Background: an optimization exercise with open tools, aiming at small area. Do not read the settings as production practice.
The RTL was checked by simulation tests, not by an equivalence proof against the original design.
No activity file was given, so power comes from the tool's default toggle rates.

==> flow/design.v (outline; a module is shown in full before it is edited, if it fits) <==
// module tpm_data_buffer: 80 lines
// module tpm_row_dec: 29 lines
// module tpm_row_dec_en: 30 lines
// module tpm_and3: 7 lines
// module tpm_nand2: 8 lines
// module tpm_inv: 7 lines
// module tpm_nand3: 7 lines
// module tpm_nor2: 8 lines
// module tpm_buf_read: 16 lines
// module tpm_ao64: 20 lines
// module tpm_nand4: 7 lines
// module tpm_or6: 12 lines
// module tpm_aoi3: 8 lines
// module tpm_g_a2111o_1: 11 lines
// module tpm_g_a222oi_1: 12 lines
// module tpm_g_a311oi_1: 11 lines
// module tpm_g_a31o_1: 10 lines
// module tpm_g_a31oi_1: 10 lines
// module tpm_g_a32oi_1: 11 lines
// module tpm_g_and2_0: 8 lines
// module tpm_g_and3_1: 9 lines
// module tpm_g_and3b_1: 9 lines
// module tpm_g_and4_1: 10 lines
// module tpm_g_inv_1: 7 lines
// module tpm_g_nand2_1: 8 lines
// module tpm_g_nand2b_1: 8 lines
// module tpm_g_nand3_1: 9 lines
// module tpm_g_nand3b_1: 9 lines
// module tpm_g_nand4_1: 10 lines
// module tpm_g_nor2_1: 8 lines
// module tpm_g_o21a_1: 9 lines
// module tpm_g_o21ai_0: 9 lines
// module tpm_g_o21bai_1: 9 lines
// module tpm_g_o221a_1: 11 lines
// module tpm_g_o22a_1: 10 lines
// module tpm_g_o22ai_1: 10 lines
// module tpm_g_o311ai_0: 11 lines
// module tpm_g_o32a_1: 11 lines
// module tpm_g_or2_0: 8 lines
// module tpm_g_or3_1: 9 lines
// module tpm_g_or4_1: 10 lines
// module tpm_fifo_top: 826 lines
module tpm_fifo_top(clock, reset_n, req_i, we_i, addr_i, wdata_i, rdata_o, cmd_rd_addr_i, cmd_byte_o, rsp_we_i, rsp_byte_i, exec_start_o, exec_done_i, pirq_n_o, locality_o);
  // ...
==> flow/flow/run.sh <==
#!/bin/bash
# Standard ORFS layout (the standard.sh, standard synthesis unchanged) with
# layout-only settings: small port buffers, a clock tree of clkbuf_8 (clusters of 18 sinks) without
# dummy loads, no footprint-locked resizing, plain (not timing-driven) global
# placement. make's output goes to standard.log; each ORFS step keeps its own
# log under orfs/logs.
set -euo pipefail
bash standard.sh \
	"BUFFER_PORTS_ARGS=-buffer_cell sky130_fd_sc_hd__buf_1" \
	"MATCH_CELL_FOOTPRINT=0" \
	"GPL_TIMING_DRIVEN=0" \
	"CTS_ARGS=-sink_clustering_enable -repair_clock_nets -dont_use_dummy_load -buf_list sky130_fd_sc_hd__clkbuf_8 -sink_clustering_size 18 -sink_clustering_max_diameter 70" \
	finish > standard.log 2>&1
==> flow/standard.sh <==
#!/bin/bash
# synth_recipe.tcl (not shown) runs the flow's synth.tcl, then flattens the netlist and writes it again
# the make line also repeats each setting of config.mk as NAME=value (left out here)
make -C /OpenROAD-flow-scripts/flow DESIGN_CONFIG=/design/flow/config.mk WORK_HOME=/design/flow/orfs CLKGATE_MAP_FILE= SYNTH_SCRIPT=/design/flow/synth_recipe.tcl "${@:-finish}"
==> flow/config.mk <==
export PLATFORM = sky130hd
export DESIGN_NAME = tpm_fifo_top
export DESIGN_NICKNAME = tpm_fifo_top
export VERILOG_FILES = /design/flow/design.v
export SDC_FILE = /design/flow/constraint.sdc
export NUM_CORES = 4
export LEC_CHECK = 0
export CAP_MARGIN = 10
export CORE_MARGIN = 2
export CORE_UTILIZATION = 45
export SETUP_SLACK_MARGIN = 0.2
export SLEW_MARGIN = 10
export SYNTH_HIERARCHICAL = 1
==> flow/constraint.sdc <==
create_clock -name core_clock -period 5.0 [get_ports {clock}]
set_input_delay 1.0000 -clock core_clock [delete_from_list [all_inputs] [get_ports {clock}]]
set_output_delay 1.0000 -clock core_clock [all_outputs]
set_load 0.01 [all_outputs]
==> results.py, run 1 <==
metrics = {
    "outcome": {
        "status": "timing/DRC/antenna clean",
    },
    "die": {
        "dieHeight_um": 302,
    },
    "yosys": {
        "yosysUniqueCellTypes": 55,
        "synth_top_family_by_area": "compound AO/OA/AOI/OAI gates",
        "synth_top_cells_by_count": "edfxtp_1 (1024), a222oi_1 (338), nor2_1 (234)",
        "muxShareOfSynthArea_pct": 0.0251,
        "yosysMostFrequentCell": "edfxtp_1",
        "synth_area_um2": 39900,
        "postSynthCellCount": 2249,
        "synth_simple_gate_area_share_pct": 7.41,
    },
    "run": {
        "maxCapViolations": 0,
    },
    "power": {
        "powerSeq_uw": 9820,
        "power.total_uw": 14000,
    },
    "final_layout": {
        "drive_gt1_share_pct": 5.81,
        "top_regs": "i_tpm_data_buffer.cmd_mem (512), i_tpm_data_buffer.rsp_mem (512)",
        "fill_cells": 7362,
        "layout.nonclk_buf_share_pct": 1.86,
        "inverters_excl_clock": 85,
        "nMultiInputCombCells": 1069,
    },
    "setup_path": {
        "crit_path_cell_trace": "buf_1 > inv_1 > nand3_1 > nor2_1 > a222oi_1 > nand4_1 > nor2_1 > nand3_1 > buf_1",
        "crit_path_end_kind": "output port",
        "critPathMaxFanout": 8,
    },
    "routing": {
        "routedWlPerCell_um": 26.9,
        "vias_per_cell": 6.51,
        "dr.pass1.iters": 8,
    },
    "clock_network": {
        "cts_buffers": 73,
        "post_cts_resized": 0,
        "ctsHtreeMaxLevel": 3,
    },
    "placement": {
        "place_congestion": 0.893,
    },
    "sta": {
        "setup_tns_ns": 0,
    },
    "global_route": {
        "grt_pass1_vias": 22400,
    },
}
==> run 2: changes to the inputs <==
==> flow/design.v (replaced) <==
package tpm_fifo_pkg;
endpackage
`timescale 1ns/1ps
module tpm_data_buffer
(
	input  logic                   clock,
	input  logic                   reset_n,
	input  logic                   clear_i,
	input  logic                   fifo_wr_i,
	input  logic                   fifo_rd_i,
	input  logic [7:0]             wdata_i,
	input  logic                   exec_i,
	output logic [7:0]             rdata_o,		 
	output logic                   cmd_complete_o,
	output logic                   rsp_empty_o,
	input  logic [6-1:0] cmd_rd_addr_i,
	output logic [7:0]             cmd_byte_o,
	input  logic                   rsp_we_i,
	input  logic [7:0]             rsp_byte_i
);
	logic [7:0] cmd_mem [64];
	logic [7:0] rsp_mem [64];
	logic [6:0] cmd_cnt;	 
	logic [6:0] rsp_top;	 
	logic cmd_take, rsp_take, size_big;
	logic [8*64-1:0] cmd_flat, rsp_flat;
	logic [64-1:0] cmd_wr_row, cmd_rd_row, rsp_rd_row;
	assign cmd_take = fifo_wr_i && !cmd_complete_o && !cmd_cnt[6];
	assign rsp_take = rsp_we_i && exec_i && (rsp_top != 7'd63);
	assign size_big       = (|cmd_mem[2]) || (|cmd_mem[3]) || (|cmd_mem[4]) || cmd_mem[5][7];
	assign cmd_complete_o = (cmd_cnt >= 6) && !size_big && (cmd_cnt >= {1'b0, cmd_mem[5][6:0]});
	always_comb
	begin
		for (int i = 0; i < 64; i++)
		begin
			cmd_flat[8 * i +: 8] = cmd_mem[i];
			rsp_flat[8 * i +: 8] = rsp_mem[i];
		end
	end
	tpm_row_dec_en i_cmd_wr_dec (.idx_i(cmd_cnt[6-1:0]), .en_i(cmd_take), .row_o(cmd_wr_row));
	tpm_row_dec i_cmd_rd_dec (.idx_i(cmd_rd_addr_i), .row_o(cmd_rd_row));
	tpm_buf_read i_cmd_read (.row_i(cmd_rd_row), .mem_i(cmd_flat), .byte_o(cmd_byte_o));
	always_ff @(posedge clock)
	begin
		for (int i = 0; i < 64; i++)
			if (cmd_wr_row[i])
				cmd_mem[i] <= wdata_i;
	end
	assign rsp_empty_o = rsp_top[6];
	tpm_row_dec i_rsp_rd_dec (.idx_i(rsp_top[6-1:0]), .row_o(rsp_rd_row));
	tpm_buf_read i_rsp_read (.row_i(rsp_rd_row), .mem_i(rsp_flat), .byte_o(rdata_o));
	always_ff @(posedge clock)
	begin
		if (rsp_take)
		begin
			rsp_mem[0] <= rsp_byte_i;
			for (int i = 1; i < 64; i++)
				rsp_mem[i] <= rsp_mem[i - 1];
		end
	end
	always_ff @(posedge clock or negedge reset_n)
	begin
		if (!reset_n)
		begin
			cmd_cnt <= '0;
			rsp_top <= '1;
		end
		else if (clear_i)
		begin
			cmd_cnt <= '0;
			rsp_top <= '1;
		end
		else
		begin
			if (cmd_take)
				cmd_cnt <= cmd_cnt + 1'b1;
			if (rsp_take)
				rsp_top <= rsp_top + 1'b1;
			else if (fifo_rd_i)	 
				rsp_top <= rsp_top - 1'b1;
		end
	end
endmodule
module tpm_row_dec
(
	input  logic [6-1:0]   idx_i,
	output logic [64-1:0] row_o
);
	logic [6-1:0] idx_n;
	logic [7:0] hi_n, lo_n;
	for (genvar k = 0; k < 6; k++)
	begin : g_inv
		tpm_inv i_inv (.a_i(idx_i[k]), .y_o(idx_n[k]));
	end
	for (genvar v = 0; v < 8; v++)
	begin : g_pre
		tpm_nand3 i_hi
		(
			.a_i({v[2] ? idx_i[5] : idx_n[5], v[1] ? idx_i[4] : idx_n[4], v[0] ? idx_i[3] : idx_n[3]}),
			.y_o(hi_n[v])
		);
		tpm_nand3 i_lo
		(
			.a_i({v[2] ? idx_i[2] : idx_n[2], v[1] ? idx_i[1] : idx_n[1], v[0] ? idx_i[0] : idx_n[0]}),
			.y_o(lo_n[v])
		);
	end
	for (genvar r = 0; r < 64; r++)
	begin : g_row
		tpm_nor2 i_nor2 (.a_i(hi_n[r / 8]), .b_i(lo_n[r % 8]), .y_o(row_o[r]));
	end
endmodule
module tpm_row_dec_en
(
	input  logic [6-1:0]   idx_i,
	input  logic                     en_i,
	output logic [64-1:0] row_o
);
	logic [6-1:0] idx_n;
	logic [7:0] hi, lo;
	for (genvar k = 0; k < 6; k++)
	begin : g_inv
		tpm_inv i_inv (.a_i(idx_i[k]), .y_o(idx_n[k]));
	end
	for (genvar v = 0; v < 8; v++)
	begin : g_pre
		tpm_and3 i_hi
		(
			.a_i({v[2] ? idx_i[5] : idx_n[5], v[1] ? idx_i[4] : idx_n[4], v[0] ? idx_i[3] : idx_n[3]}),
			.y_o(hi[v])
		);
		tpm_and3 i_lo
		(
			.a_i({v[2] ? idx_i[2] : idx_n[2], v[1] ? idx_i[1] : idx_n[1], v[0] ? idx_i[0] : idx_n[0]}),
			.y_o(lo[v])
		);
	end
	for (genvar r = 0; r < 64; r++)
	begin : g_row
		tpm_and3 i_and3 (.a_i({hi[r / 8], lo[r % 8], en_i}), .y_o(row_o[r]));
	end
endmodule
module tpm_and3
(
	input  logic [2:0] a_i,
	output logic       y_o
);
	assign y_o = &a_i;
endmodule
module tpm_nand2
(
	input  logic a_i,
	input  logic b_i,
	output logic y_o
);
	assign y_o = !(a_i && b_i);
endmodule
module tpm_inv
(
	input  logic a_i,
	output logic y_o
);
	assign y_o = !a_i;
endmodule
module tpm_nand3
(
	input  logic [2:0] a_i,
	output logic       y_o
);
	assign y_o = !(&a_i);
endmodule
module tpm_nor2
(
	input  logic a_i,
	input  logic b_i,
	output logic y_o
);
	assign y_o = !(a_i || b_i);
endmodule
module tpm_buf_read
(
	input  logic [64-1:0]   row_i,
	input  logic [8*64-1:0] mem_i,	 
	output logic [7:0]                  byte_o
);
	for (genvar b = 0; b < 8; b++)
	begin : g_bit
		logic [64-1:0] col;
		for (genvar r = 0; r < 64; r++)
		begin : g_row
			assign col[r] = mem_i[8 * r + b];
		end
		tpm_ao64 i_ao64 (.sel_i(row_i), .d_i(col), .y_o(byte_o[b]));
	end
endmodule
module tpm_ao64
(
	input  logic [63:0] sel_i,
	input  logic [63:0] d_i,
	output logic        y_o
);
	logic [21:0] n;
	logic [5:0] p;
	for (genvar k = 0; k < 21; k++)
	begin : g_aoi
		tpm_aoi3 i_aoi3 (.s_i(sel_i[3 * k +: 3]), .d_i(d_i[3 * k +: 3]), .y_o(n[k]));
	end
	tpm_nand2 i_nand2_last (.a_i(sel_i[63]), .b_i(d_i[63]), .y_o(n[21]));
	for (genvar k = 0; k < 5; k++)
	begin : g_nand4
		tpm_nand4 i_nand4 (.a_i(n[4 * k +: 4]), .y_o(p[k]));
	end
	tpm_nand2 i_nand2_p5 (.a_i(n[20]), .b_i(n[21]), .y_o(p[5]));
	tpm_or6 i_or6 (.a_i(p), .y_o(y_o));
endmodule
module tpm_nand4
(
	input  logic [3:0] a_i,
	output logic       y_o
);
	assign y_o = !(&a_i);
endmodule
module tpm_or6
(
	input  logic [5:0] a_i,
	output logic       y_o
);
	logic [2:0] n;
	for (genvar k = 0; k < 3; k++)
	begin : g_nor
		tpm_nor2 i_nor2 (.a_i(a_i[2 * k]), .b_i(a_i[2 * k + 1]), .y_o(n[k]));
	end
	tpm_nand3 i_nand3 (.a_i(n), .y_o(y_o));
endmodule
module tpm_aoi3
(
	input  logic [2:0] s_i,
	input  logic [2:0] d_i,
	output logic       y_o
);
	assign y_o = !(|(s_i & d_i));
endmodule
`timescale 1ns/1ps
module tpm_g_a2111o_1
(
	input  logic A1,
	input  logic A2,
	input  logic B1,
	input  logic C1,
	input  logic D1,
	output logic X
);
	assign X = (A1&A2) | (B1) | (C1) | (D1);
endmodule
module tpm_g_a211o_1
(
	input  logic A1,
	input  logic A2,
	input  logic B1,
	input  logic C1,
	output logic X
);
	assign X = (A1&A2) | (B1) | (C1);
endmodule
module tpm_g_a221o_1
(
	input  logic A1,
	input  logic A2,
	input  logic B1,
	input  logic B2,
	input  logic C1,
	output logic X
);
	assign X = (B1&B2) | (A1&A2) | (C1);
endmodule
module tpm_g_a222oi_1
(
	input  logic A1,
	input  logic A2,
	input  logic B1,
	input  logic B2,
	input  logic C1,
	input  logic C2,
	output logic Y
);
	assign Y = (!A1&!B1&!C1) | (!A1&!B1&!C2) | (!A1&!B2&!C1) | (!A2&!B1&!C1) | (!A1&!B2&!C2) | (!A2&!B1&!C2) | (!A2&!B2&!C1) | (!A2&!B2&!C2);
endmodule
module tpm_g_a311oi_1
(
	input  logic A1,
	input  logic A2,
	input  logic A3,
	input  logic B1,
	input  logic C1,
	output logic Y
);
	assign Y = (!A1&!B1&!C1) | (!A2&!B1&!C1) | (!A3&!B1&!C1);
endmodule
module tpm_g_a31oi_1
(
	input  logic A1,
	input  logic A2,
	input  logic A3,
	input  logic B1,
	output logic Y
);
	assign Y = (!A1&!B1) | (!A2&!B1) | (!A3&!B1);
endmodule
module tpm_g_and2_0
(
	input  logic A,
	input  logic B,
	output logic X
);
	assign X = (A&B);
endmodule
module tpm_g_and3_1
(
	input  logic A,
	input  logic B,
	input  logic C,
	output logic X
);
	assign X = (A&B&C);
endmodule
module tpm_g_and3b_1
(
	input  logic A_N,
	input  logic B,
	input  logic C,
	output logic X
);
	assign X = (!A_N&B&C);
endmodule
module tpm_g_inv_1
(
	input  logic A,
	output logic Y
);
	assign Y = (!A);
endmodule
module tpm_g_nand2_1
(
	input  logic A,
	input  logic B,
	output logic Y
);
	assign Y = (!A) | (!B);
endmodule
module tpm_g_nand2b_1
(
	input  logic A_N,
	input  logic B,
	output logic Y
);
	assign Y = (A_N) | (!B);
endmodule
module tpm_g_nand3_1
(
	input  logic A,
	input  logic B,
	input  logic C,
	output logic Y
);
	assign Y = (!A) | (!B) | (!C);
endmodule
module tpm_g_nand4_1
(
	input  logic A,
	input  logic B,
	input  logic C,
	input  logic D,
	output logic Y
);
	assign Y = (!A) | (!B) | (!C) | (!D);
endmodule
module tpm_g_nor2_1
(
	input  logic A,
	input  logic B,
	output logic Y
);
	assign Y = (!A&!B);
endmodule
module tpm_g_o211a_1
(
	input  logic A1,
	input  logic A2,
	input  logic B1,
	input  logic C1,
	output logic X
);
	assign X = (A1&B1&C1) | (A2&B1&C1);
endmodule
module tpm_g_o21ai_0
(
	input  logic A1,
	input  logic A2,
	input  logic B1,
	output logic Y
);
	assign Y = (!A1&!A2) | (!B1);
endmodule
module tpm_g_o221a_1
(
	input  logic A1,
	input  logic A2,
	input  logic B1,
	input  logic B2,
	input  logic C1,
	output logic X
);
	assign X = (A1&B1&C1) | (A2&B1&C1) | (A1&B2&C1) | (A2&B2&C1);
endmodule
module tpm_g_o22a_1
(
	input  logic A1,
	input  logic A2,
	input  logic B1,
	input  logic B2,
	output logic X
);
	assign X = (A1&B1) | (A2&B1) | (A1&B2) | (A2&B2);
endmodule
module tpm_g_o22ai_1
(
	input  logic A1,
	input  logic A2,
	input  logic B1,
	input  logic B2,
	output logic Y
);
	assign Y = (!B1&!B2) | (!A1&!A2);
endmodule
module tpm_g_o311ai_0
(
	input  logic A1,
	input  logic A2,
	input  logic A3,
	input  logic B1,
	input  logic C1,
	output logic Y
);
	assign Y = (!A1&!A2&!A3) | (!B1) | (!C1);
endmodule
module tpm_g_or2_0
(
	input  logic A,
	input  logic B,
	output logic X
);
	assign X = (A) | (B);
endmodule
module tpm_g_or3_1
(
	input  logic A,
	input  logic B,
	input  logic C,
	output logic X
);
	assign X = (A) | (B) | (C);
endmodule
module tpm_g_or4_1
(
	input  logic A,
	input  logic B,
	input  logic C,
	input  logic D,
	output logic X
);
	assign X = (A) | (B) | (C) | (D);
endmodule
`timescale 1ns/1ps
module tpm_fifo_top(clock, reset_n, req_i, we_i, addr_i, wdata_i, rdata_o, cmd_rd_addr_i, cmd_byte_o, rsp_we_i, rsp_byte_i, exec_start_o, exec_done_i, pirq_n_o, locality_o);
	input clock;
	wire clock;
	input reset_n;
	wire reset_n;
	input req_i;
	wire req_i;
	input we_i;
	wire we_i;
	input [15:0] addr_i;
	wire [15:0] addr_i;
	input [7:0] wdata_i;
	wire [7:0] wdata_i;
	output [7:0] rdata_o;
	wire [7:0] rdata_o;
	input [5:0] cmd_rd_addr_i;
	wire [5:0] cmd_rd_addr_i;
	output [7:0] cmd_byte_o;
	wire [7:0] cmd_byte_o;
	input rsp_we_i;
	wire rsp_we_i;
	input [7:0] rsp_byte_i;
	wire [7:0] rsp_byte_i;
	output exec_start_o;
	wire exec_start_o;
	input exec_done_i;
	wire exec_done_i;
	output pirq_n_o;
	wire pirq_n_o;
	output [4:0] locality_o;
	wire [4:0] locality_o;
	wire [4:0] _000_;
	wire _001_;
	wire _002_;
	wire _003_;
	wire _004_;
	wire _005_;
	wire [7:0] _006_;
	wire [4:0] _007_;
	wire _008_;
	wire _009_;
	wire _010_;
	wire _011_;
	wire _012_;
	wire _013_;
	wire _014_;
	wire _015_;
	wire _016_;
	wire _017_;
	wire _018_;
	wire _019_;
	wire _020_;
	wire _021_;
	wire _022_;
	wire _023_;
	wire _024_;
	wire _025_;
	wire _026_;
	wire _027_;
	wire _028_;
	wire _029_;
	wire _030_;
	wire _031_;
	wire _032_;
	wire _033_;
	wire _034_;
	wire _035_;
	wire _036_;
	wire _037_;
	wire _038_;
	wire _039_;
	wire _040_;
	wire _041_;
	wire _042_;
	wire _043_;
	wire _044_;
	wire _045_;
	wire _046_;
	wire _047_;
	wire _048_;
	wire _049_;
	wire _050_;
	wire _051_;
	wire _052_;
	wire _053_;
	wire _054_;
	wire _055_;
	wire _056_;
	wire _057_;
	wire _058_;
	wire _059_;
	wire _060_;
	wire _061_;
	wire _062_;
	wire _063_;
	wire _064_;
	wire _065_;
	wire _066_;
	wire _067_;
	wire _068_;
	wire _069_;
	wire _070_;
	wire _071_;
	wire _072_;
	wire _073_;
	wire _074_;
	wire _075_;
	wire _076_;
	wire _077_;
	wire _078_;
	wire _079_;
	wire _080_;
	wire _081_;
	wire _082_;
	wire _083_;
	wire _084_;
	wire _085_;
	wire _086_;
	wire _087_;
	wire _088_;
	wire _089_;
	wire _090_;
	wire _091_;
	wire _092_;
	wire _093_;
	wire _094_;
	wire _095_;
	wire _096_;
	wire _097_;
	wire _098_;
	wire _099_;
	wire _100_;
	wire _101_;
	wire _102_;
	wire _103_;
	wire _104_;
	wire _105_;
	wire _106_;
	wire _107_;
	wire _108_;
	wire _109_;
	wire _110_;
	wire _111_;
	wire _112_;
	wire _113_;
	wire _114_;
	wire _115_;
	wire _116_;
	wire _117_;
	wire _118_;
	wire _119_;
	wire _120_;
	wire _121_;
	wire _122_;
	wire _123_;
	wire _124_;
	wire _125_;
	wire _126_;
	wire _127_;
	wire _128_;
	wire _129_;
	wire _130_;
	wire _131_;
	wire _132_;
	wire _133_;
	wire _134_;
	wire _135_;
	wire _136_;
	wire _137_;
	wire _138_;
	wire _139_;
	wire _140_;
	wire _141_;
	wire _142_;
	wire _143_;
	wire _144_;
	wire _145_;
	wire _146_;
	wire _147_;
	wire _148_;
	wire _149_;
	wire _150_;
	wire _151_;
	wire _152_;
	wire _153_;
	wire _154_;
	wire _155_;
	wire _156_;
	wire _157_;
	wire _158_;
	wire _159_;
	wire _160_;
	wire _161_;
	wire _162_;
	wire _163_;
	wire _164_;
	wire _165_;
	wire _166_;
	wire _167_;
	wire _168_;
	wire _169_;
	wire _170_;
	wire _171_;
	wire _172_;
	wire _173_;
	wire _174_;
	wire _175_;
	wire _176_;
	wire _177_;
	wire _178_;
	wire _179_;
	wire _180_;
	wire _181_;
	wire _182_;
	wire _183_;
	wire _184_;
	wire _185_;
	wire _186_;
	wire _187_;
	wire _188_;
	wire _189_;
	wire _190_;
	wire _191_;
	wire _192_;
	wire _193_;
	wire _194_;
	wire _195_;
	wire _196_;
	wire _197_;
	wire _198_;
	wire _199_;
	wire _200_;
	wire _201_;
	wire _202_;
	wire _203_;
	wire _204_;
	wire _205_;
	wire _206_;
	wire _207_;
	wire _208_;
	wire _209_;
	wire _210_;
	wire _211_;
	wire _212_;
	wire _213_;
	wire _214_;
	wire _215_;
	wire _216_;
	wire _217_;
	wire _218_;
	wire _219_;
	wire _220_;
	wire _221_;
	wire _222_;
	wire _223_;
	wire _224_;
	wire _225_;
	wire _226_;
	wire _227_;
	wire _228_;
	wire _229_;
	wire _230_;
	wire _231_;
	wire _232_;
	wire _233_;
	wire _234_;
	wire _235_;
	wire _236_;
	wire _237_;
	wire _238_;
	wire _239_;
	wire _240_;
	wire _241_;
	wire _242_;
	wire _243_;
	wire _244_;
	wire _245_;
	wire [4:0] been_seized;
	wire cmd_complete;
	wire cr_en;
	wire cr_q;
	wire cr_sts;
	wire da_en;
	wire da_q;
	wire da_sts;
	wire data_avail;
	wire fifo_rd;
	wire [7:0] fifo_rdata;
	wire fifo_wr;
	wire glob_en;
	wire lc_en;
	wire lc_sts;
	wire loc_change;
	wire [4:0] owner;
	wire [4:0] req_use;
	wire rsp_empty;
	wire seize_hi;
	wire seized;
	wire st_compl;
	wire st_exec;
	wire st_ready;
	wire st_rx;
	wire to_idle;
	logic r_cr_q, r_da_q, r_cr_sts, r_lc_sts, r_da_sts, r_exec_start_o, r_loc_change, r_req_use_0, r_req_use_1, r_req_use_2, r_req_use_3, r_req_use_4, r_been_seized_0, r_been_seized_1, r_been_seized_2, r_been_seized_3, r_been_seized_4, r_seized, r_rdata_o_0, r_rdata_o_1, r_rdata_o_2, r_rdata_o_3, r_rdata_o_4, r_rdata_o_5, r_rdata_o_6, r_rdata_o_7, r_owner_0, r_owner_1, r_owner_2, r_owner_3, r_owner_4, r_cr_en, r_da_en, r_st_ready, r_st_rx, r_st_exec, r_st_compl, r_glob_en, r_lc_en;
	tpm_g_inv_1 g_1 (.A(we_i), .Y(_021_));
	tpm_g_inv_1 g_2 (.A(addr_i[1]), .Y(_022_));
	tpm_g_inv_1 g_3 (.A(addr_i[0]), .Y(_023_));
	tpm_g_inv_1 g_4 (.A(addr_i[2]), .Y(_024_));
	tpm_g_inv_1 g_5 (.A(addr_i[4]), .Y(_025_));
	tpm_g_inv_1 g_6 (.A(addr_i[5]), .Y(_026_));
	tpm_g_inv_1 g_7 (.A(seized), .Y(_027_));
	tpm_g_inv_1 g_8 (.A(owner[2]), .Y(_028_));
	tpm_g_inv_1 g_9 (.A(owner[1]), .Y(_029_));
	tpm_g_inv_1 g_10 (.A(owner[0]), .Y(_030_));
	tpm_g_inv_1 g_11 (.A(req_use[3]), .Y(_031_));
	tpm_g_inv_1 g_12 (.A(owner[4]), .Y(_032_));
	tpm_g_inv_1 g_13 (.A(loc_change), .Y(_033_));
	tpm_g_inv_1 g_14 (.A(req_use[4]), .Y(_034_));
	tpm_g_inv_1 g_15 (.A(req_use[2]), .Y(_035_));
	tpm_g_inv_1 g_16 (.A(st_compl), .Y(_036_));
	tpm_g_inv_1 g_17 (.A(owner[3]), .Y(_037_));
	tpm_g_inv_1 g_18 (.A(st_rx), .Y(_038_));
	tpm_g_inv_1 g_19 (.A(lc_sts), .Y(_039_));
	tpm_g_inv_1 g_20 (.A(lc_en), .Y(_040_));
	tpm_g_inv_1 g_21 (.A(da_sts), .Y(_041_));
	tpm_g_inv_1 g_22 (.A(da_en), .Y(_042_));
	tpm_g_inv_1 g_23 (.A(cr_sts), .Y(_043_));
	tpm_g_inv_1 g_24 (.A(glob_en), .Y(_044_));
	tpm_g_inv_1 g_25 (.A(wdata_i[0]), .Y(_045_));
	tpm_g_inv_1 g_26 (.A(wdata_i[2]), .Y(_046_));
	tpm_g_inv_1 g_27 (.A(wdata_i[7]), .Y(_047_));
	tpm_g_nor2_1 g_28 (.A(addr_i[14]), .B(addr_i[15]), .Y(_048_));
	tpm_g_nand2_1 g_29 (.A(addr_i[13]), .B(_048_), .Y(_049_));
	tpm_g_nand3_1 g_30 (.A(addr_i[13]), .B(_048_), .C(addr_i[12]), .Y(_050_));
	tpm_g_inv_1 g_31 (.A(_050_), .Y(_051_));
	tpm_g_nor2_1 g_32 (.A(addr_i[3]), .B(addr_i[2]), .Y(_052_));
	tpm_g_nor2_1 g_33 (.A(addr_i[1]), .B(addr_i[0]), .Y(_053_));
	tpm_g_inv_1 g_34 (.A(_053_), .Y(_054_));
	tpm_g_or4_1 g_35 (.A(addr_i[8]), .B(addr_i[10]), .C(addr_i[9]), .D(addr_i[11]), .X(_055_));
	tpm_g_nor2_1 g_36 (.A(addr_i[6]), .B(addr_i[7]), .Y(_056_));
	tpm_g_nand2_1 g_37 (.A(_026_), .B(_056_), .Y(_057_));
	tpm_g_nor2_1 g_38 (.A(_055_), .B(_057_), .Y(_058_));
	tpm_g_and2_0 g_39 (.A(_025_), .B(_058_), .X(_059_));
	tpm_g_nand3_1 g_40 (.A(_052_), .B(_053_), .C(_059_), .Y(_060_));
	tpm_g_inv_1 g_41 (.A(_060_), .Y(_061_));
	tpm_g_nor2_1 g_42 (.A(addr_i[13]), .B(addr_i[12]), .Y(_062_));
	tpm_g_nand2_1 g_43 (.A(addr_i[14]), .B(_062_), .Y(_063_));
	tpm_g_nor2_1 g_44 (.A(addr_i[15]), .B(_063_), .Y(_064_));
	tpm_g_inv_1 g_45 (.A(_064_), .Y(_065_));
	tpm_g_nor2_1 g_46 (.A(_048_), .B(_064_), .Y(_066_));
	tpm_g_nor2_1 g_47 (.A(_060_), .B(_066_), .Y(_067_));
	tpm_g_nand3_1 g_48 (.A(we_i), .B(req_i), .C(_067_), .Y(_068_));
	tpm_g_inv_1 g_49 (.A(_068_), .Y(_069_));
	tpm_g_nand2_1 g_50 (.A(wdata_i[4]), .B(_069_), .Y(_070_));
	tpm_g_o21ai_0 g_51 (.A1(_050_), .A2(_070_), .B1(been_seized[3]), .Y(_071_));
	tpm_g_o21ai_0 g_52 (.A1(_027_), .A2(_037_), .B1(_071_), .Y(_000_[3]));
	tpm_g_nor2_1 g_53 (.A(addr_i[12]), .B(_049_), .Y(_072_));
	tpm_g_inv_1 g_54 (.A(_072_), .Y(_073_));
	tpm_g_o21ai_0 g_55 (.A1(_070_), .A2(_073_), .B1(been_seized[2]), .Y(_074_));
	tpm_g_o21ai_0 g_56 (.A1(_027_), .A2(_028_), .B1(_074_), .Y(_000_[2]));
	tpm_g_nand2_1 g_57 (.A(addr_i[12]), .B(_048_), .Y(_075_));
	tpm_g_nor2_1 g_58 (.A(addr_i[13]), .B(_075_), .Y(_076_));
	tpm_g_inv_1 g_59 (.A(_076_), .Y(_077_));
	tpm_g_o21ai_0 g_60 (.A1(_070_), .A2(_077_), .B1(been_seized[1]), .Y(_078_));
	tpm_g_o21ai_0 g_61 (.A1(_027_), .A2(_029_), .B1(_078_), .Y(_000_[1]));
	tpm_g_nand2_1 g_62 (.A(_048_), .B(_062_), .Y(_079_));
	tpm_g_inv_1 g_63 (.A(_079_), .Y(_080_));
	tpm_g_o21ai_0 g_64 (.A1(_070_), .A2(_079_), .B1(been_seized[0]), .Y(_081_));
	tpm_g_o21ai_0 g_65 (.A1(_027_), .A2(_030_), .B1(_081_), .Y(_000_[0]));
	tpm_g_nor2_1 g_66 (.A(loc_change), .B(_037_), .Y(locality_o[3]));
	tpm_g_inv_1 g_67 (.A(locality_o[3]), .Y(_082_));
	tpm_g_nor2_1 g_68 (.A(_032_), .B(loc_change), .Y(locality_o[4]));
	tpm_g_inv_1 g_69 (.A(locality_o[4]), .Y(_083_));
	tpm_g_nor2_1 g_70 (.A(wdata_i[1]), .B(wdata_i[3]), .Y(_084_));
	tpm_g_nor2_1 g_71 (.A(_068_), .B(_084_), .Y(_085_));
	tpm_g_nand3_1 g_72 (.A(_064_), .B(_083_), .C(_085_), .Y(_086_));
	tpm_g_nand2_1 g_73 (.A(_034_), .B(_086_), .Y(_087_));
	tpm_g_nor2_1 g_74 (.A(_033_), .B(_087_), .Y(_088_));
	tpm_g_inv_1 g_75 (.A(_088_), .Y(_089_));
	tpm_g_a31oi_1 g_76 (.A1(_051_), .A2(_082_), .A3(_085_), .B1(req_use[3]), .Y(_090_));
	tpm_g_nand2_1 g_77 (.A(wdata_i[5]), .B(_069_), .Y(_091_));
	tpm_g_o21ai_0 g_78 (.A1(_050_), .A2(_091_), .B1(_089_), .Y(_092_));
	tpm_g_nor2_1 g_79 (.A(_090_), .B(_092_), .Y(_007_[3]));
	tpm_g_nor2_1 g_80 (.A(_028_), .B(loc_change), .Y(locality_o[2]));
	tpm_g_inv_1 g_81 (.A(locality_o[2]), .Y(_093_));
	tpm_g_nand3_1 g_82 (.A(_072_), .B(_093_), .C(_085_), .Y(_094_));
	tpm_g_nand2_1 g_83 (.A(_035_), .B(_094_), .Y(_095_));
	tpm_g_nand3_1 g_84 (.A(_034_), .B(_086_), .C(_090_), .Y(_096_));
	tpm_g_nand3_1 g_85 (.A(_090_), .B(_095_), .C(_088_), .Y(_097_));
	tpm_g_nand2_1 g_86 (.A(_095_), .B(_097_), .Y(_098_));
	tpm_g_a31oi_1 g_87 (.A1(wdata_i[5]), .A2(_069_), .A3(_072_), .B1(_098_), .Y(_007_[2]));
	tpm_g_nor2_1 g_88 (.A(_029_), .B(loc_change), .Y(locality_o[1]));
	tpm_g_inv_1 g_89 (.A(locality_o[1]), .Y(_099_));
	tpm_g_nor2_1 g_90 (.A(_095_), .B(_096_), .Y(_100_));
	tpm_g_nand2_1 g_91 (.A(loc_change), .B(_100_), .Y(_101_));
	tpm_g_inv_1 g_92 (.A(_101_), .Y(_102_));
	tpm_g_a31oi_1 g_93 (.A1(_076_), .A2(_099_), .A3(_085_), .B1(req_use[1]), .Y(_103_));
	tpm_g_a311oi_1 g_94 (.A1(wdata_i[5]), .A2(_069_), .A3(_076_), .B1(_103_), .C1(_102_), .Y(_007_[1]));
	tpm_g_nor2_1 g_95 (.A(_030_), .B(loc_change), .Y(locality_o[0]));
	tpm_g_inv_1 g_96 (.A(locality_o[0]), .Y(_104_));
	tpm_g_nand2_1 g_97 (.A(_102_), .B(_103_), .Y(_105_));
	tpm_g_a31oi_1 g_98 (.A1(_080_), .A2(_104_), .A3(_085_), .B1(req_use[0]), .Y(_106_));
	tpm_g_inv_1 g_99 (.A(_106_), .Y(_107_));
	tpm_g_o211a_1 g_100 (.A1(_079_), .A2(_091_), .B1(_107_), .C1(_105_), .X(_007_[0]));
	tpm_g_nor2_1 g_101 (.A(_036_), .B(rsp_empty), .Y(data_avail));
	tpm_g_o22ai_1 g_102 (.A1(addr_i[5]), .A2(addr_i[7]), .B1(addr_i[2]), .B2(_026_), .Y(_108_));
	tpm_g_or4_1 g_103 (.A(addr_i[3]), .B(addr_i[4]), .C(addr_i[6]), .D(_055_), .X(_109_));
	tpm_g_a211o_1 g_104 (.A1(addr_i[2]), .A2(addr_i[7]), .B1(_108_), .C1(_109_), .X(_110_));
	tpm_g_nor2_1 g_105 (.A(addr_i[3]), .B(_025_), .Y(_111_));
	tpm_g_nand4_1 g_106 (.A(addr_i[4]), .B(addr_i[5]), .C(_056_), .D(_052_), .Y(_112_));
	tpm_g_nor2_1 g_107 (.A(_055_), .B(_112_), .Y(_113_));
	tpm_g_inv_1 g_108 (.A(_113_), .Y(_114_));
	tpm_g_a31oi_1 g_109 (.A1(_022_), .A2(addr_i[0]), .A3(_113_), .B1(_061_), .Y(_115_));
	tpm_g_nand3_1 g_110 (.A(_025_), .B(addr_i[9]), .C(_052_), .Y(_116_));
	tpm_g_nor2_1 g_111 (.A(_057_), .B(_116_), .Y(_117_));
	tpm_g_nand4_1 g_112 (.A(addr_i[8]), .B(addr_i[11]), .C(addr_i[10]), .D(_117_), .Y(_118_));
	tpm_g_inv_1 g_113 (.A(_118_), .Y(_119_));
	tpm_g_nor2_1 g_114 (.A(_022_), .B(_023_), .Y(_120_));
	tpm_g_inv_1 g_115 (.A(_120_), .Y(_121_));
	tpm_g_nand3_1 g_116 (.A(addr_i[2]), .B(_111_), .C(_058_), .Y(_122_));
	tpm_g_nor2_1 g_117 (.A(_121_), .B(_122_), .Y(_123_));
	tpm_g_nor2_1 g_118 (.A(_119_), .B(_123_), .Y(_124_));
	tpm_g_and2_0 g_119 (.A(addr_i[3]), .B(_024_), .X(_125_));
	tpm_g_nor2_1 g_120 (.A(addr_i[1]), .B(_025_), .Y(_126_));
	tpm_g_nand3_1 g_121 (.A(_125_), .B(_126_), .C(_058_), .Y(_127_));
	tpm_g_o211a_1 g_122 (.A1(_023_), .A2(_024_), .B1(_054_), .C1(_111_), .X(_128_));
	tpm_g_nor2_1 g_123 (.A(_053_), .B(_120_), .Y(_129_));
	tpm_g_nand2_1 g_124 (.A(_125_), .B(_129_), .Y(_130_));
	tpm_g_nor2_1 g_125 (.A(_126_), .B(_130_), .Y(_131_));
	tpm_g_o21ai_0 g_126 (.A1(_128_), .A2(_131_), .B1(_058_), .Y(_132_));
	tpm_g_nand4_1 g_127 (.A(_127_), .B(_132_), .C(_124_), .D(_115_), .Y(_133_));
	tpm_g_nand3_1 g_128 (.A(addr_i[1]), .B(_023_), .C(_113_), .Y(_134_));
	tpm_g_nand4_1 g_129 (.A(addr_i[4]), .B(_058_), .C(_120_), .D(_125_), .Y(_135_));
	tpm_g_nor2_1 g_130 (.A(addr_i[1]), .B(_122_), .Y(_136_));
	tpm_g_inv_1 g_131 (.A(_136_), .Y(_137_));
	tpm_g_nand3_1 g_132 (.A(_135_), .B(_137_), .C(_134_), .Y(_138_));
	tpm_g_nand4_1 g_133 (.A(_052_), .B(_053_), .C(addr_i[4]), .D(_058_), .Y(_139_));
	tpm_g_nand3_1 g_134 (.A(_053_), .B(_125_), .C(_059_), .Y(_140_));
	tpm_g_nand2_1 g_135 (.A(_139_), .B(_140_), .Y(_141_));
	tpm_g_nand3_1 g_136 (.A(_120_), .B(_125_), .C(_059_), .Y(_142_));
	tpm_g_o21ai_0 g_137 (.A1(_114_), .A2(_129_), .B1(_142_), .Y(_143_));
	tpm_g_or4_1 g_138 (.A(_141_), .B(_143_), .C(_138_), .D(_133_), .X(_144_));
	tpm_g_inv_1 g_139 (.A(_144_), .Y(_145_));
	tpm_g_o21ai_0 g_140 (.A1(addr_i[0]), .A2(_137_), .B1(_144_), .Y(_146_));
	tpm_g_nor2_1 g_141 (.A(_022_), .B(_118_), .Y(_147_));
	tpm_g_nor2_1 g_142 (.A(addr_i[0]), .B(st_ready), .Y(_148_));
	tpm_g_o22ai_1 g_143 (.A1(_022_), .A2(_118_), .B1(_127_), .B2(_148_), .Y(_149_));
	tpm_g_o21ai_0 g_144 (.A1(_146_), .A2(_149_), .B1(_110_), .Y(_150_));
	tpm_g_a222oi_1 g_145 (.A1(_072_), .A2(locality_o[2]), .B1(_051_), .B2(locality_o[3]), .C1(_080_), .C2(locality_o[0]), .Y(_151_));
	tpm_g_o221a_1 g_146 (.A1(_077_), .A2(_099_), .B1(_065_), .B2(_083_), .C1(_151_), .X(_152_));
	tpm_g_inv_1 g_147 (.A(_152_), .Y(_153_));
	tpm_g_o21ai_0 g_148 (.A1(_060_), .A2(_066_), .B1(_152_), .Y(_154_));
	tpm_g_nand3_1 g_149 (.A(_021_), .B(req_i), .C(_110_), .Y(_155_));
	tpm_g_nand3_1 g_150 (.A(_021_), .B(req_i), .C(data_avail), .Y(_156_));
	tpm_g_o21ai_0 g_151 (.A1(fifo_rdata[6]), .A2(_156_), .B1(_155_), .Y(_157_));
	tpm_g_nand3_1 g_152 (.A(_154_), .B(_157_), .C(_150_), .Y(_006_[6]));
	tpm_g_a221o_1 g_153 (.A1(_022_), .A2(_119_), .B1(_061_), .B2(_153_), .C1(_123_), .X(_158_));
	tpm_g_o21ai_0 g_154 (.A1(_145_), .A2(_158_), .B1(_110_), .Y(_159_));
	tpm_g_o21ai_0 g_155 (.A1(fifo_rdata[5]), .A2(_156_), .B1(_155_), .Y(_160_));
	tpm_g_nand3_1 g_156 (.A(_154_), .B(_160_), .C(_159_), .Y(_006_[5]));
	tpm_g_nand2_1 g_157 (.A(been_seized[3]), .B(_051_), .Y(_161_));
	tpm_g_nand2_1 g_158 (.A(been_seized[2]), .B(_072_), .Y(_162_));
	tpm_g_a222oi_1 g_159 (.A1(been_seized[4]), .A2(_064_), .B1(been_seized[0]), .B2(_080_), .C1(been_seized[1]), .C2(_076_), .Y(_163_));
	tpm_g_nand3_1 g_160 (.A(_161_), .B(_162_), .C(_163_), .Y(_164_));
	tpm_g_nand2_1 g_161 (.A(_061_), .B(_164_), .Y(_165_));
	tpm_g_nor2_1 g_162 (.A(addr_i[0]), .B(_127_), .Y(_166_));
	tpm_g_inv_1 g_163 (.A(_166_), .Y(_167_));
	tpm_g_nand2_1 g_164 (.A(data_avail), .B(_166_), .Y(_168_));
	tpm_g_nand3_1 g_165 (.A(_165_), .B(_168_), .C(_124_), .Y(_169_));
	tpm_g_o21ai_0 g_166 (.A1(_146_), .A2(_169_), .B1(_110_), .Y(_170_));
	tpm_g_o21ai_0 g_167 (.A1(fifo_rdata[4]), .A2(_156_), .B1(_155_), .Y(_171_));
	tpm_g_nand3_1 g_168 (.A(_154_), .B(_171_), .C(_170_), .Y(_006_[4]));
	tpm_g_o311ai_0 g_169 (.A1(cmd_complete), .A2(_038_), .A3(_167_), .B1(_140_), .C1(_144_), .Y(_172_));
	tpm_g_nand2_1 g_170 (.A(_110_), .B(_172_), .Y(_173_));
	tpm_g_o21ai_0 g_171 (.A1(fifo_rdata[3]), .A2(_156_), .B1(_155_), .Y(_174_));
	tpm_g_nand3_1 g_172 (.A(_154_), .B(_174_), .C(_173_), .Y(_006_[3]));
	tpm_g_a222oi_1 g_173 (.A1(req_use[0]), .A2(_079_), .B1(req_use[4]), .B2(_065_), .C1(req_use[1]), .C2(_077_), .Y(_175_));
	tpm_g_o221a_1 g_174 (.A1(_031_), .A2(_051_), .B1(_035_), .B2(_072_), .C1(_175_), .X(_176_));
	tpm_g_nor2_1 g_175 (.A(_060_), .B(_176_), .Y(_177_));
	tpm_g_nor2_1 g_176 (.A(_138_), .B(_177_), .Y(_178_));
	tpm_g_o21ai_0 g_177 (.A1(addr_i[1]), .A2(_023_), .B1(_119_), .Y(_179_));
	tpm_g_o221a_1 g_178 (.A1(_039_), .A2(_139_), .B1(_040_), .B2(_140_), .C1(_179_), .X(_180_));
	tpm_g_nand3_1 g_179 (.A(_144_), .B(_180_), .C(_178_), .Y(_181_));
	tpm_g_nand2_1 g_180 (.A(_110_), .B(_181_), .Y(_182_));
	tpm_g_o21ai_0 g_181 (.A1(fifo_rdata[2]), .A2(_156_), .B1(_155_), .Y(_183_));
	tpm_g_nand3_1 g_182 (.A(_154_), .B(_183_), .C(_182_), .Y(_006_[2]));
	tpm_g_nor2_1 g_183 (.A(_136_), .B(_147_), .Y(_184_));
	tpm_g_nor2_1 g_184 (.A(_023_), .B(_184_), .Y(_185_));
	tpm_g_o22ai_1 g_185 (.A1(_031_), .A2(_050_), .B1(_035_), .B2(_073_), .Y(_186_));
	tpm_g_a222oi_1 g_186 (.A1(req_use[1]), .A2(_076_), .B1(req_use[0]), .B2(_080_), .C1(req_use[4]), .C2(_064_), .Y(_187_));
	tpm_g_inv_1 g_187 (.A(_187_), .Y(_188_));
	tpm_g_o21ai_0 g_188 (.A1(_186_), .A2(_188_), .B1(_061_), .Y(_189_));
	tpm_g_nor2_1 g_189 (.A(_054_), .B(_118_), .Y(_190_));
	tpm_g_nor2_1 g_190 (.A(_185_), .B(_190_), .Y(_191_));
	tpm_g_nand4_1 g_191 (.A(_134_), .B(_189_), .C(_144_), .D(_191_), .Y(_192_));
	tpm_g_nand2_1 g_192 (.A(_110_), .B(_192_), .Y(_193_));
	tpm_g_o21ai_0 g_193 (.A1(fifo_rdata[1]), .A2(_156_), .B1(_155_), .Y(_194_));
	tpm_g_nand3_1 g_194 (.A(_154_), .B(_194_), .C(_193_), .Y(_006_[1]));
	tpm_g_nor2_1 g_195 (.A(_136_), .B(_190_), .Y(_195_));
	tpm_g_o22a_1 g_196 (.A1(_041_), .A2(_139_), .B1(_042_), .B2(_140_), .X(_196_));
	tpm_g_nand3_1 g_197 (.A(_115_), .B(_195_), .C(_196_), .Y(_197_));
	tpm_g_o21ai_0 g_198 (.A1(_145_), .A2(_197_), .B1(_110_), .Y(_198_));
	tpm_g_o21ai_0 g_199 (.A1(fifo_rdata[0]), .A2(_156_), .B1(_155_), .Y(_199_));
	tpm_g_nand3_1 g_200 (.A(_154_), .B(_199_), .C(_198_), .Y(_006_[0]));
	tpm_g_and3b_1 g_201 (.A_N(st_exec), .B(_038_), .C(_036_), .X(_200_));
	tpm_g_nand3_1 g_202 (.A(we_i), .B(req_i), .C(_153_), .Y(_201_));
	tpm_g_or3_1 g_203 (.A(addr_i[0]), .B(_127_), .C(_201_), .X(_202_));
	tpm_g_nand2b_1 g_204 (.A_N(_202_), .B(wdata_i[6]), .Y(_203_));
	tpm_g_o21ai_0 g_205 (.A1(_200_), .A2(_203_), .B1(_027_), .Y(to_idle));
	tpm_g_inv_1 g_206 (.A(to_idle), .Y(_204_));
	tpm_g_nor2_1 g_207 (.A(owner[1]), .B(owner[3]), .Y(_205_));
	tpm_g_nand4_1 g_208 (.A(_028_), .B(_032_), .C(_030_), .D(_205_), .Y(_206_));
	tpm_g_nor2_1 g_209 (.A(_107_), .B(_206_), .Y(_207_));
	tpm_g_nand3_1 g_210 (.A(wdata_i[5]), .B(_069_), .C(_153_), .Y(_208_));
	tpm_g_o21ai_0 g_211 (.A1(locality_o[1]), .A2(locality_o[0]), .B1(_072_), .Y(_209_));
	tpm_g_nand2_1 g_212 (.A(_076_), .B(locality_o[0]), .Y(_210_));
	tpm_g_nand4_1 g_213 (.A(_050_), .B(_065_), .C(_209_), .D(_210_), .Y(_211_));
	tpm_g_a2111o_1 g_214 (.A1(_064_), .A2(locality_o[3]), .B1(locality_o[1]), .C1(locality_o[0]), .D1(locality_o[2]), .X(_212_));
	tpm_g_nand4_1 g_215 (.A(wdata_i[3]), .B(_212_), .C(_211_), .D(_069_), .Y(_213_));
	tpm_g_inv_1 g_216 (.A(_213_), .Y(seize_hi));
	tpm_g_nand3_1 g_217 (.A(_206_), .B(_213_), .C(_208_), .Y(_214_));
	tpm_g_nand2_1 g_218 (.A(_033_), .B(_214_), .Y(_215_));
	tpm_g_a31oi_1 g_219 (.A1(_103_), .A2(_207_), .A3(_100_), .B1(_215_), .Y(_005_));
	tpm_g_nand3_1 g_220 (.A(cmd_complete), .B(st_rx), .C(wdata_i[5]), .Y(_216_));
	tpm_g_nor2_1 g_221 (.A(_202_), .B(_216_), .Y(_217_));
	tpm_g_inv_1 g_222 (.A(_217_), .Y(_218_));
	tpm_g_nor2_1 g_223 (.A(to_idle), .B(_218_), .Y(_003_));
	tpm_g_or2_0 g_224 (.A(_110_), .B(_201_), .X(_219_));
	tpm_g_nand2b_1 g_225 (.A_N(_219_), .B(st_ready), .Y(_220_));
	tpm_g_o21ai_0 g_226 (.A1(_038_), .A2(_219_), .B1(_220_), .Y(fifo_wr));
	tpm_g_and3_1 g_227 (.A(_039_), .B(_043_), .C(_041_), .X(pirq_n_o));
	tpm_g_or2_0 g_228 (.A(_139_), .B(_201_), .X(_221_));
	tpm_g_o21ai_0 g_229 (.A1(_045_), .A2(_221_), .B1(da_sts), .Y(_222_));
	tpm_g_nand3_1 g_230 (.A(glob_en), .B(data_avail), .C(da_en), .Y(_223_));
	tpm_g_o21ai_0 g_231 (.A1(da_q), .A2(_223_), .B1(_222_), .Y(_002_));
	tpm_g_nor2_1 g_232 (.A(_046_), .B(_221_), .Y(_224_));
	tpm_g_nand3_1 g_233 (.A(lc_en), .B(glob_en), .C(loc_change), .Y(_225_));
	tpm_g_o21ai_0 g_234 (.A1(_039_), .A2(_224_), .B1(_225_), .Y(_004_));
	tpm_g_o21ai_0 g_235 (.A1(_047_), .A2(_221_), .B1(cr_sts), .Y(_226_));
	tpm_g_nand3_1 g_236 (.A(glob_en), .B(cr_en), .C(st_ready), .Y(_227_));
	tpm_g_o21ai_0 g_237 (.A1(cr_q), .A2(_227_), .B1(_226_), .Y(_001_));
	tpm_g_o21ai_0 g_238 (.A1(_065_), .A2(_070_), .B1(been_seized[4]), .Y(_228_));
	tpm_g_o21ai_0 g_239 (.A1(_027_), .A2(_032_), .B1(_228_), .Y(_000_[4]));
	tpm_g_o211a_1 g_240 (.A1(_065_), .A2(_091_), .B1(_033_), .C1(_087_), .X(_007_[4]));
	tpm_g_o22a_1 g_241 (.A1(_044_), .A2(_142_), .B1(_043_), .B2(_139_), .X(_229_));
	tpm_g_nand4_1 g_242 (.A(_053_), .B(_125_), .C(_059_), .D(cr_en), .Y(_230_));
	tpm_g_nand4_1 g_243 (.A(_060_), .B(_167_), .C(_230_), .D(_229_), .Y(_231_));
	tpm_g_o21ai_0 g_244 (.A1(_146_), .A2(_231_), .B1(_110_), .Y(_232_));
	tpm_g_o21ai_0 g_245 (.A1(fifo_rdata[7]), .A2(_156_), .B1(_155_), .Y(_233_));
	tpm_g_nand3_1 g_246 (.A(_154_), .B(_233_), .C(_232_), .Y(_006_[7]));
	tpm_g_or3_1 g_247 (.A(_110_), .B(_156_), .C(_152_), .X(_234_));
	tpm_g_inv_1 g_248 (.A(_234_), .Y(fifo_rd));
	tpm_g_nand2_1 g_249 (.A(_038_), .B(_220_), .Y(_235_));
	tpm_g_and3_1 g_250 (.A(_218_), .B(_235_), .C(_204_), .X(_008_));
	tpm_g_nand2_1 g_251 (.A(st_exec), .B(exec_done_i), .Y(_236_));
	tpm_g_o21ai_0 g_252 (.A1(st_exec), .A2(_217_), .B1(_236_), .Y(_237_));
	tpm_g_nor2_1 g_253 (.A(to_idle), .B(_237_), .Y(_009_));
	tpm_g_nor2_1 g_254 (.A(_142_), .B(_201_), .Y(_238_));
	tpm_g_nand2_1 g_255 (.A(wdata_i[7]), .B(_238_), .Y(_239_));
	tpm_g_o21ai_0 g_256 (.A1(_044_), .A2(_238_), .B1(_239_), .Y(_010_));
	tpm_g_nor2_1 g_257 (.A(_140_), .B(_201_), .Y(_240_));
	tpm_g_inv_1 g_258 (.A(_240_), .Y(_241_));
	tpm_g_nand2_1 g_259 (.A(cr_en), .B(_241_), .Y(_242_));
	tpm_g_o21ai_0 g_260 (.A1(_047_), .A2(_241_), .B1(_242_), .Y(_011_));
	tpm_g_o22ai_1 g_261 (.A1(_040_), .A2(_240_), .B1(_046_), .B2(_241_), .Y(_012_));
	tpm_g_and2_0 g_262 (.A(_036_), .B(_236_), .X(_243_));
	tpm_g_nor2_1 g_263 (.A(to_idle), .B(_243_), .Y(_013_));
	tpm_g_o22ai_1 g_264 (.A1(_042_), .A2(_240_), .B1(_045_), .B2(_241_), .Y(_014_));
	tpm_g_o21ai_0 g_265 (.A1(_089_), .A2(_090_), .B1(_082_), .Y(_015_));
	tpm_g_nand2_1 g_266 (.A(_093_), .B(_097_), .Y(_016_));
	tpm_g_o21ai_0 g_267 (.A1(_101_), .A2(_103_), .B1(_099_), .Y(_017_));
	tpm_g_nand2_1 g_268 (.A(loc_change), .B(_087_), .Y(_244_));
	tpm_g_nand2_1 g_269 (.A(_083_), .B(_244_), .Y(_018_));
	tpm_g_o21ai_0 g_270 (.A1(_105_), .A2(_106_), .B1(_104_), .Y(_019_));
	tpm_g_nand2b_1 g_271 (.A_N(st_ready), .B(_203_), .Y(_245_));
	tpm_g_and3_1 g_272 (.A(_204_), .B(_245_), .C(_220_), .X(_020_));
	tpm_data_buffer i_tpm_data_buffer (.clear_i(to_idle), .clock(clock), .cmd_byte_o(cmd_byte_o), .cmd_complete_o(cmd_complete), .cmd_rd_addr_i(cmd_rd_addr_i), .exec_i(st_exec), .fifo_rd_i(fifo_rd), .fifo_wr_i(fifo_wr), .rdata_o(fifo_rdata), .reset_n(reset_n), .rsp_byte_i(rsp_byte_i), .rsp_empty_o(rsp_empty), .rsp_we_i(rsp_we_i), .wdata_i(wdata_i));
	always_ff @(posedge clock)
		r_cr_q <= st_ready;
	assign cr_q = r_cr_q;
	always_ff @(posedge clock)
		r_da_q <= data_avail;
	assign da_q = r_da_q;
	always_ff @(posedge clock or negedge reset_n)
		if (!reset_n)
			r_cr_sts <= 1'b0;
		else
			r_cr_sts <= _001_;
	assign cr_sts = r_cr_sts;
	always_ff @(posedge clock or negedge reset_n)
		if (!reset_n)
			r_lc_sts <= 1'b0;
		else
			r_lc_sts <= _004_;
	assign lc_sts = r_lc_sts;
	always_ff @(posedge clock or negedge reset_n)
		if (!reset_n)
			r_da_sts <= 1'b0;
		else
			r_da_sts <= _002_;
	assign da_sts = r_da_sts;
	always_ff @(posedge clock or negedge reset_n)
		if (!reset_n)
			r_exec_start_o <= 1'b0;
		else
			r_exec_start_o <= _003_;
	assign exec_start_o = r_exec_start_o;
	always_ff @(posedge clock or negedge reset_n)
		if (!reset_n)
			r_loc_change <= 1'b0;
		else
			r_loc_change <= _005_;
	assign loc_change = r_loc_change;
	always_ff @(posedge clock or negedge reset_n)
		if (!reset_n)
			r_req_use_0 <= 1'b0;
		else
			r_req_use_0 <= _007_[0];
	assign req_use[0] = r_req_use_0;
	always_ff @(posedge clock or negedge reset_n)
		if (!reset_n)
			r_req_use_1 <= 1'b0;
		else
			r_req_use_1 <= _007_[1];
	assign req_use[1] = r_req_use_1;
	always_ff @(posedge clock or negedge reset_n)
		if (!reset_n)
			r_req_use_2 <= 1'b0;
		else
			r_req_use_2 <= _007_[2];
	assign req_use[2] = r_req_use_2;
	always_ff @(posedge clock or negedge reset_n)
		if (!reset_n)
			r_req_use_3 <= 1'b0;
		else
			r_req_use_3 <= _007_[3];
	assign req_use[3] = r_req_use_3;
	always_ff @(posedge clock or negedge reset_n)
		if (!reset_n)
			r_req_use_4 <= 1'b0;
		else
			r_req_use_4 <= _007_[4];
	assign req_use[4] = r_req_use_4;
	always_ff @(posedge clock or negedge reset_n)
		if (!reset_n)
			r_been_seized_0 <= 1'b0;
		else
			r_been_seized_0 <= _000_[0];
	assign been_seized[0] = r_been_seized_0;
	always_ff @(posedge clock or negedge reset_n)
		if (!reset_n)
			r_been_seized_1 <= 1'b0;
		else
			r_been_seized_1 <= _000_[1];
	assign been_seized[1] = r_been_seized_1;
	always_ff @(posedge clock or negedge reset_n)
		if (!reset_n)
			r_been_seized_2 <= 1'b0;
		else
			r_been_seized_2 <= _000_[2];
	assign been_seized[2] = r_been_seized_2;
	always_ff @(posedge clock or negedge reset_n)
		if (!reset_n)
			r_been_seized_3 <= 1'b0;
		else
			r_been_seized_3 <= _000_[3];
	assign been_seized[3] = r_been_seized_3;
	always_ff @(posedge clock or negedge reset_n)
		if (!reset_n)
			r_been_seized_4 <= 1'b0;
		else
			r_been_seized_4 <= _000_[4];
	assign been_seized[4] = r_been_seized_4;
	always_ff @(posedge clock or negedge reset_n)
		if (!reset_n)
			r_seized <= 1'b0;
		else
			r_seized <= seize_hi;
	assign seized = r_seized;
	always_ff @(posedge clock or negedge reset_n)
		if (!reset_n)
			r_rdata_o_0 <= 1'b1;
		else
			r_rdata_o_0 <= _006_[0];
	assign rdata_o[0] = r_rdata_o_0;
	always_ff @(posedge clock or negedge reset_n)
		if (!reset_n)
			r_rdata_o_1 <= 1'b1;
		else
			r_rdata_o_1 <= _006_[1];
	assign rdata_o[1] = r_rdata_o_1;
	always_ff @(posedge clock or negedge reset_n)
		if (!reset_n)
			r_rdata_o_2 <= 1'b1;
		else
			r_rdata_o_2 <= _006_[2];
	assign rdata_o[2] = r_rdata_o_2;
	always_ff @(posedge clock or negedge reset_n)
		if (!reset_n)
			r_rdata_o_3 <= 1'b1;
		else
			r_rdata_o_3 <= _006_[3];
	assign rdata_o[3] = r_rdata_o_3;
	always_ff @(posedge clock or negedge reset_n)
		if (!reset_n)
			r_rdata_o_4 <= 1'b1;
		else
			r_rdata_o_4 <= _006_[4];
	assign rdata_o[4] = r_rdata_o_4;
	always_ff @(posedge clock or negedge reset_n)
		if (!reset_n)
			r_rdata_o_5 <= 1'b1;
		else
			r_rdata_o_5 <= _006_[5];
	assign rdata_o[5] = r_rdata_o_5;
	always_ff @(posedge clock or negedge reset_n)
		if (!reset_n)
			r_rdata_o_6 <= 1'b1;
		else
			r_rdata_o_6 <= _006_[6];
	assign rdata_o[6] = r_rdata_o_6;
	always_ff @(posedge clock or negedge reset_n)
		if (!reset_n)
			r_rdata_o_7 <= 1'b1;
		else
			r_rdata_o_7 <= _006_[7];
	assign rdata_o[7] = r_rdata_o_7;
	always_ff @(posedge clock or negedge reset_n)
		if (!reset_n)
			r_owner_0 <= 1'b0;
		else
			r_owner_0 <= _019_;
	assign owner[0] = r_owner_0;
	always_ff @(posedge clock or negedge reset_n)
		if (!reset_n)
			r_owner_1 <= 1'b0;
		else
			r_owner_1 <= _017_;
	assign owner[1] = r_owner_1;
	always_ff @(posedge clock or negedge reset_n)
		if (!reset_n)
			r_owner_2 <= 1'b0;
		else
			r_owner_2 <= _016_;
	assign owner[2] = r_owner_2;
	always_ff @(posedge clock or negedge reset_n)
		if (!reset_n)
			r_owner_3 <= 1'b0;
		else
			r_owner_3 <= _015_;
	assign owner[3] = r_owner_3;
	always_ff @(posedge clock or negedge reset_n)
		if (!reset_n)
			r_owner_4 <= 1'b0;
		else
			r_owner_4 <= _018_;
	assign owner[4] = r_owner_4;
	always_ff @(posedge clock or negedge reset_n)
		if (!reset_n)
			r_cr_en <= 1'b0;
		else
			r_cr_en <= _011_;
	assign cr_en = r_cr_en;
	always_ff @(posedge clock or negedge reset_n)
		if (!reset_n)
			r_da_en <= 1'b0;
		else
			r_da_en <= _014_;
	assign da_en = r_da_en;
	always_ff @(posedge clock or negedge reset_n)
		if (!reset_n)
			r_st_ready <= 1'b0;
		else
			r_st_ready <= _020_;
	assign st_ready = r_st_ready;
	always_ff @(posedge clock or negedge reset_n)
		if (!reset_n)
			r_st_rx <= 1'b0;
		else
			r_st_rx <= _008_;
	assign st_rx = r_st_rx;
	always_ff @(posedge clock or negedge reset_n)
		if (!reset_n)
			r_st_exec <= 1'b0;
		else
			r_st_exec <= _009_;
	assign st_exec = r_st_exec;
	always_ff @(posedge clock or negedge reset_n)
		if (!reset_n)
			r_st_compl <= 1'b0;
		else
			r_st_compl <= _013_;
	assign st_compl = r_st_compl;
	always_ff @(posedge clock or negedge reset_n)
		if (!reset_n)
			r_glob_en <= 1'b0;
		else
			r_glob_en <= _010_;
	assign glob_en = r_glob_en;
	always_ff @(posedge clock or negedge reset_n)
		if (!reset_n)
			r_lc_en <= 1'b0;
		else
			r_lc_en <= _012_;
	assign lc_en = r_lc_en;
endmodule
==> run 2 against run 1 <==
Wire length fell by 0.95%. Sequential power fell by 0.4%. Maximum frequency rose by 1.2%. Largest cell class unchanged. Sequential share of layout area fell by 0.078 points. Still clean. Critical path depth did not move. Clock skew fell by 0.018 ns. Flip-flop and latch count fell by 4. Critical path type unchanged. Largest power group unchanged. Design area fell by 0.21%. Global-route usage fell by 0.10 points. Setup slack improved by 0.058 ns. First-iteration DRC count fell by 15%. Clock-buffer cell count fell by 2.
==> results.py, run 2 <==
metrics = {
    "clock_network": {
        "ctsHtreeMaxLevel": 3,
        "clk_latency_ns": 0.68,
        "cts_buffers": 71,
        "cts_tree": "done",
        "cts_sinks": 1077,
        "clk_pin_slew_ns": 0.11,
        "cts.path.max_buffers": 3,
        "clockRootBuffer": "clkbuf_8",
    },
    "die": {
        "io_pins": 67,
        "start_util_pct": 45.6,
        "die_w_um": 301,
        "design.die.area_um2": 90600,
        "dieHeight_um": 301,
        "rows": 108,
        "design.core.area_um2": 87200,
    },
    "global_route": {
        "globalRouteMet2Util_pct": 32.6,
        "busiest_layer": "met2",
        "grt_pass1_vias": 22500,
        "gr-usage-met1_pct": 30.0,
        "met3_usage_pct": 3.13,
        "grt_pass1_wl_mm": 141,
        "grt_max_degree": 67,
        "grt.total_usage_pct": 20.7,
        "grt-ovfl-total": 0,
        "grt_antenna_before_repair": 2,
    },
    "placement": {
        "place_congestion": 0.913,
        "dp_slack_ns": -0.435,
        "numPortBuffers": 66,
        "hpwl_mm": 63.7,
    },
    "sta": {
        "slew_headroom_pct": 35.1,
        "hold_viol": 0,
        "grt_setup_unrepaired": "no",
        "slew_violations": 0,
        "finalCritPeriodShare_pct": 95.6,
        "finClkSkew_ns": 0.107,
        "max_freq_ghz": 0.209,
        "finalCriticalPeriod_ns": 4.78,
        "finalWorstSetupSlack_ns": 0.221,
        "setup_viol": 0,
        "worst_pin_slew_ns": 0.968,
    },
    "power": {
        "clkPwrFrac_pct": 27.7,
        "swShare_pct": 20.0,
        "p_per_area_nw_per_um2": 324,
        "p_int_uw": 11100,
        "seqPwrFrac_pct": 70.3,
        "irDropWorstVdd_uv": 252,
        "combPwrFrac_pct": 2.0,
        "p_leak_uw": 0.0132,
        "switchingPower_uw": 2780,
    },
    "routing": {
        "dr.pass1.iters": 9,
        "routedWlPerCell_um": 26.7,
        "drt_iter0_markers": 3973,
        "drc_errors": 0,
        "drtAntennaViolNets": 0,
        "routed_wl_mm": 95.2,
        "vias_per_cell": 6.44,
        "dr_total_vias": 23000,
    },
    "final_layout": {
        "fill_cells": 7176,
        "area_delta_synth_final_pct": 8.22,
        "fin_nets": 2468,
        "drive_gt1_share_pct": 5.94,
        "final_cell_mix": "edfxtp_1 (1024), a222oi_1 (340), nor2_1 (237), nand4_1 (95), inv_1 (87)",
        "final_util_pct": 49.3,
        "seq_area_um2": 32100,
        "multi_input_area_um2": 7260,
        "top_regs": "i_tpm_data_buffer.cmd_mem (512), i_tpm_data_buffer.rsp_mem (512)",
        "final_common_cell": "edfxtp_1",
    },
    "yosys": {
        "synth_top_cells_by_count": "edfxtp_1 (1024), a222oi_1 (340), nor2_1 (237)",
        "synthFlopType": "edfxtp_1",
        "synth_area_leaders": "edfxtp_1 (77%), a222oi_1 (8.6%), dfrtp_1 (2.3%)",
        "ys_seq_elements": 1077,
        "postSynthCellCount": 2242,
        "synth_top_area_cell": "edfxtp_1",
        "async_flop_share_pct": 4.74,
        "synth_fp_nets": 2301,
        "yosysWarningCount": 10,
        "synth-edff-count": 1024,
        "synth_top_area_share_pct": 77.5,
        "avgSynthCellArea_um2": 17.7,
        "yosysUniqueCellTypes": 51,
        "synth_area_um2": 39700,
        "yosysMostFrequentCell": "edfxtp_1",
        "seq_area_frac_synth_pct": 80.8,
    },
    "setup_path": {
        "crit_path_end_kind": "output port",
        "worstPathRequired_ns": 4.00,
        "path_class": "primary input to output port",
        "crit_arrival_ns": 3.78,
        "worst_setup_path_start_kind": "primary input",
        "critPathMaxFanout": 8,
    },
    "hold_path": {
        "hold_path.class": "primary input to asynchronous set/reset pin",
    },
    "outcome": {
        "status": "timing/DRC/antenna clean",
    },
    "run": {
        "maxCapViolations": 0,
    },
}
run 2: changes by cell type after synthesis, sizes merged, moves of 4 or more:
cell and change:
buf -5, o21ai +9, o22a -4, o21bai -5
dfrtp -4, nand3 +5
run 2: timing repair:
| item | in CTS | in global routing |
|---|---|---|
| setup buffers | 0 | 2 |
| gates resized for setup | 0 | 6 |
| endpoints found under the hold margin | 0 | 0 |
| hold buffers | 0 | 0 |
| endpoints found under the setup margin | 0 | 517 |
run 2: area by class of cell:
class | count | area share, %
plain buffers | 10 | 0.157
diodes | 4 | 0.0233
repair buffers | 93 | 1.84
well taps | 1155 | 3.36
flip-flops and latches | 1077 | 74.7
clock buffers | 71 | 2.27
inverters | 88 | 0.778
multi-input cells | 1068 | 16.9
run 2: logic make-up after synthesis:
| logic type | after synthesis | share of synthesized area, % |
|---|---|---|
| flip-flops | 1077 | 80.8 |
| AND/OR/NAND/NOR | 604 | 7.36 |
| AO/OA/AOI/OAI | 439 | 10.1 |
| buffers and inverters | 98 | 1.00 |
| adder cells (fa/ha/maj) | 15 | 0.492 |
| XOR/XNOR | 8 | 0.176 |
| multiplexers | 1 | 0.0252 |
run 2: path summary, 6_finish.rpt:
path / start / to / slack, ns / depth (start not counted)
max in group asynchronous: reset_n / i_tpm_data_buffer.rsp_top[1] / 4.15 / 2
min in group core_clock: i_tpm_data_buffer.rsp_mem[55][4] / i_tpm_data_buffer.rsp_mem[56][4] / 0.39 / 0
min reg2reg: i_tpm_data_buffer.rsp_mem[55][4] / i_tpm_data_buffer.rsp_mem[56][4] / 0.39 / 0
min: reset_n / r_been_seized_1 / 0.21 / 1
max reg2reg: r_loc_change / i_tpm_data_buffer.cmd_mem[57][4] / 0.78 / 13
max: cmd_rd_addr_i[2] / cmd_byte_o[7] / 0.22 / 9
run 2: stage by stage:
stage,hold slack (ns),cell area [um^2],setup TNS (ns),cells,power [uW]
CTS,0.154,42900,0,3559,14000
detailed placement,0.393,41900,-160.28,3488,10300
floorplan,0.376,39700,-2433.06,2242,10100
global route,0.196,43000,0,3565,14300
global placement,0.384,41400,-4401.14,3463,10300
finish,0.208,43000,0,3566,13900
run 2: worst max-delay path: stages:
cell      delay (ns)
buf_1           0.28
inv_1           0.16
nand3_1         0.50
nor2_1          0.32
a222oi_1        0.51
nand4_1         0.36
nor2_1          0.31
nand3_1         0.16
buf_1           0.16
run 2: power by group through the flow:
stage          combinational [uW]  sequential, uW  clock, uW
2_1_floorplan                87.1            9990          0
3_3_place_gp                  254           10000          0
3_5_place_dp                  281            9990          0
4_1_cts                       281            9780       3970
5_1_grt                       303            9790       4260
6_report                      284            9780       3850
run 2: modules after synthesis (local to each module, per instance), excerpt:
module / flops+latches / cell area [um^2]
tpm_data_buffer: 1038 / 31900
tpm_aoi3: 0 / 10.0
tpm_g_or3_1: 0 / 6.26
tpm_g_a31oi_1: 0 / 6.26
tpm_nand4: 0 / 6.26
tpm_g_o22ai_1: 0 / 6.26
tpm_g_o21ai_0: 0 / 5.00
tpm_g_inv_1: 0 / 3.75
run 2: per-layer routing:
layer / share of wire [%] / vias up
met5: 0 / -
met2: 47 / 1130
met4: 2.8 / 0
li1: - / 9959
met3: 8.5 / 153
met1: 42 / 11700

Setup slack of run 2, layout unchanged: 0.221 ns with ideal ports, 0.189 ns with driving cells assumed (clock clkbuf_16, inputs buf_2), -0.184 ns with port delays also shifted by the 0.712 ns mid clock arrival.
